Context: an optimization exercise on an open-source flow, tuned for small area, a short achievable clock period and few clock cycles per item. The choices shown serve that exercise and are no tape-out recipe.
At most, simulation tests tie the RTL to the original design; equivalence was not proved.

## rev 12
==> module apb4_sram_mem, before the edit <==
module apb4_sram_mem
#(
  parameter int DATA_W = apb4_sram_pkg::DEF_DATA_W,
  parameter int DEPTH  = apb4_sram_pkg::DEF_DEPTH,
  parameter int AW     = 6
) (
  input  logic                clk,
  input  logic                rst_n,
  input  logic [AW-1:0]       addr,
  input  logic                wstart,
  input  logic [DATA_W/8-1:0] be,
  input  logic [DATA_W-1:0]   wdata,
  input  logic                re,
  output logic [DATA_W-1:0]   rdata
);
  localparam int BYTES = DATA_W / 8;
  localparam int GRP   = 8;
  localparam int NGRP  = DEPTH / GRP;
  logic [DEPTH-1:0][DATA_W-1:0] mem_r;
  logic [GRP-1:0]  sel_lo;
  logic [NGRP-1:0] sel_hi;
  always_comb begin
    for (int i = 0; i < GRP; i++) begin
      sel_lo[i] = (addr[2:0] == 3'(i));
    end
    for (int i = 0; i < NGRP; i++) begin
      sel_hi[i] = (addr[AW-1:3] == (AW-3)'(i));
    end
  end
  logic [GRP-1:0]  wsel_lo_r;
  logic [NGRP-1:0] wsel_hi_r;
  always_ff @(posedge clk or negedge rst_n) begin
    if (!rst_n) begin
      wsel_hi_r <= {NGRP{1'b0}};
    end else begin
      wsel_hi_r <= wstart ? sel_hi : {NGRP{1'b0}};
    end
  end
  always_ff @(posedge clk) begin
    wsel_lo_r <= sel_lo;
  end
  logic [NGRP-1:0]          wsel_hi_n;
  logic [GRP-1:0][BYTES-1:0] wsel_lob_n;
  logic [DEPTH-1:0][BYTES-1:0] wen;
  always_comb begin
    wsel_hi_n = ~wsel_hi_r;
    for (int i = 0; i < GRP; i++) begin
      for (int b = 0; b < BYTES; b++) begin
        wsel_lob_n[i][b] = !(wsel_lo_r[i] && be[b]);
      end
    end
  end
  for (genvar w = 0; w < DEPTH; w++) begin : g_wen
    for (genvar b = 0; b < BYTES; b++) begin : g_byte
      apb4_sram_nor2 u_wen (
        .a (wsel_hi_n[w / GRP]),
        .b (wsel_lob_n[w % GRP][b]),
        .y (wen[w][b])
      );
    end
  end
  always_ff @(posedge clk) begin
    for (int w = 0; w < DEPTH; w++) begin
      for (int b = 0; b < BYTES; b++) begin
        if (wen[w][b]) begin
          mem_r[w][b*8 +: 8] <= wdata[b*8 +: 8];
        end
      end
    end
  end
  for (genvar l = 0; l < BYTES; l++) begin : g_rlane
    logic [GRP-1:0]  rsel_lo;
    logic [NGRP-1:0] rsel_hi;
    apb4_sram_rdec u_dec (.addr (addr), .re (re), .lo (rsel_lo), .hi (rsel_hi));
    for (genvar i = 0; i < 8; i++) begin : g_rbit
      localparam int B = l*8 + i;
      logic [NGRP-1:0] grp;
      for (genvar g = 0; g < NGRP; g++) begin : g_grp
        logic [GRP-1:0] col;
        for (genvar k = 0; k < GRP; k++) begin : g_col
          assign col[k] = mem_r[g*GRP + k][B];
        end
        apb4_sram_andor8 u_lo (.a (col), .s (rsel_lo), .y (grp[g]));
      end
      apb4_sram_andor8 u_hi (.a (grp), .s (rsel_hi), .y (rdata[B]));
    end
  end
endmodule
==> module apb4_sram_nor2, before the edit <==
module apb4_sram_nor2 (
  input  logic a,
  input  logic b,
  output logic y
);
  assign y = !(a || b);
endmodule
==> module apb4_sram_rdec, before the edit <==
module apb4_sram_rdec (
  input  logic [5:0] addr,
  input  logic       re,
  output logic [7:0] lo,
  output logic [7:0] hi
);
  always_comb begin
    for (int i = 0; i < 8; i++) begin
      lo[i] = (addr[2:0] == 3'(i));
      hi[i] = re && (addr[5:3] == 3'(i));
    end
  end
endmodule
Settings: LEC_CHECK=0, CAP_MARGIN=20, CORE_MARGIN=2, CORE_UTILIZATION=70, CTS_CLUSTER_DIAMETER=100, CTS_CLUSTER_SIZE=30, PLACE_DENSITY=0.78, SETUP_SLACK_MARGIN=1.65, SLEW_MARGIN=20, SYNTH_HIERARCHICAL=1, SYNTH_MINIMUM_KEEP_SIZE=0; clock period 3.3 ns.
run.sh (not shown) runs the stock make flow with config.mk's settings and CLKGATE_MAP_FILE= SYNTH_SCRIPT=/design/flow/synth_recipe.tcl, a recipe that flattens the netlist after the stock synthesis.
Testbench counts of rev 12, summed over its fixed seeds: cycles 80,000, transfers 40,000.
Changes in rev 13 relative to rev 12:
--- a/flow/design.v
+++ b/flow/design.v
@@ -59,28 +59,19 @@
       wsel_hi_r <= wstart ? sel_hi : {NGRP{1'b0}};
     end
   end
   always_ff @(posedge clk) begin
     wsel_lo_r <= sel_lo;
   end
-  logic [NGRP-1:0]          wsel_hi_n;
-  logic [GRP-1:0][BYTES-1:0] wsel_lob_n;
   logic [DEPTH-1:0][BYTES-1:0] wen;
-  always_comb begin
-    wsel_hi_n = ~wsel_hi_r;
-    for (int i = 0; i < GRP; i++) begin
-      for (int b = 0; b < BYTES; b++) begin
-        wsel_lob_n[i][b] = !(wsel_lo_r[i] && be[b]);
-      end
-    end
-  end
   for (genvar w = 0; w < DEPTH; w++) begin : g_wen
     for (genvar b = 0; b < BYTES; b++) begin : g_byte
-      apb4_sram_nor2 u_wen (
-        .a (wsel_hi_n[w / GRP]),
-        .b (wsel_lob_n[w % GRP][b]),
+      apb4_sram_and3 u_wen (
+        .a (wsel_hi_r[w / GRP]),
+        .b (wsel_lo_r[w % GRP]),
+        .c (be[b]),
         .y (wen[w][b])
       );
     end
   end
   always_ff @(posedge clk) begin
     for (int w = 0; w < DEPTH; w++) begin
@@ -91,51 +82,59 @@
       end
     end
   end
   for (genvar l = 0; l < BYTES; l++) begin : g_rlane
     logic [GRP-1:0]  rsel_lo;
     logic [NGRP-1:0] rsel_hi;
-    apb4_sram_rdec u_dec (.addr (addr), .re (re), .lo (rsel_lo), .hi (rsel_hi));
+    apb4_sram_rdec u_dec (.addr (addr), .lo (rsel_lo), .hi (rsel_hi));
     for (genvar i = 0; i < 8; i++) begin : g_rbit
       localparam int B = l*8 + i;
       logic [NGRP-1:0] grp;
       for (genvar g = 0; g < NGRP; g++) begin : g_grp
         logic [GRP-1:0] col;
         for (genvar k = 0; k < GRP; k++) begin : g_col
           assign col[k] = mem_r[g*GRP + k][B];
         end
         apb4_sram_andor8 u_lo (.a (col), .s (rsel_lo), .y (grp[g]));
       end
-      apb4_sram_andor8 u_hi (.a (grp), .s (rsel_hi), .y (rdata[B]));
+      apb4_sram_andor8_kill u_hi (.a (grp), .s (rsel_hi), .kill (!re), .y (rdata[B]));
     end
   end
 endmodule
 module apb4_sram_andor8 (
   input  logic [7:0] a,
   input  logic [7:0] s,
   output logic       y
 );
   assign y = |(a & s);
 endmodule
-module apb4_sram_nor2 (
+module apb4_sram_andor8_kill (
+  input  logic [7:0] a,
+  input  logic [7:0] s,
+  input  logic       kill,
+  output logic       y
+);
+  assign y = !kill && (|(a & s));
+endmodule
+module apb4_sram_and3 (
   input  logic a,
   input  logic b,
+  input  logic c,
   output logic y
 );
-  assign y = !(a || b);
+  assign y = a && b && c;
 endmodule
 module apb4_sram_rdec (
   input  logic [5:0] addr,
-  input  logic       re,
   output logic [7:0] lo,
   output logic [7:0] hi
 );
   always_comb begin
     for (int i = 0; i < 8; i++) begin
       lo[i] = (addr[2:0] == 3'(i));
-      hi[i] = re && (addr[5:3] == 3'(i));
+      hi[i] = (addr[5:3] == 3'(i));
     end
   end
 endmodule
 module apb4_sram_slave
 #(
   parameter int ADDR_W      = apb4_sram_pkg::DEF_ADDR_W,
[summary]
Rev 13: full flow OK, the timing, DRC and antenna checks passed. The higher detailed-route wire length on metal 1 came out of rev 13. Die size: rev 13 exceeds rev 12. Between rev 13 and rev 12, the wire length is lower for rev 12. From rev 12 to rev 13 the numbers moved as follows: detailed route wirelength on metal3 now larger, overall track demand over capacity in global routing grew by 4.7 points, sequential share of layout area fell by 3.1 points, area growth from synthesis to layout went up 4.3 points.
Only the layout flow was run in rev 13; the RTL was not checked for function there.

==> separate check: timing with driven ports <==
The flow's constraints put no driver on any port. The routed layouts listed below were extracted and timed again, unchanged, in two steps. Step 1: set_driving_cell puts a clkbuf_16 on pclk and a buf_2 on each other input, an assumption about the parent block. Step 2 moves the port delays by t, midway between the first and last clock arrival at a register: inputs arrive t later, outputs are due t later. That takes back most of the time a late clock gives input paths. Slacks: ideal ports / drivers / drivers and shift; pairs: ideal ports / drivers.
| run | shift t [ns] | setup WS [ns] | worst setup path after step 2 | clock arrival spread, ns |
|---|---|---|---|---|
| rev 12 | 0.776 | 1.382 / 1.314 / 0.615 | input to register | 0.032 / 0.031 |
| rev 13 | 0.792 | 1.238 / 1.226 / 0.433 | input to register | 0.039 / 0.039 |
After both steps setup and hold are still met in every run listed. For rev 13, which loses most, drivers alone change the setup slack by -0.012 ns; drivers and shift together by -0.805 ns.
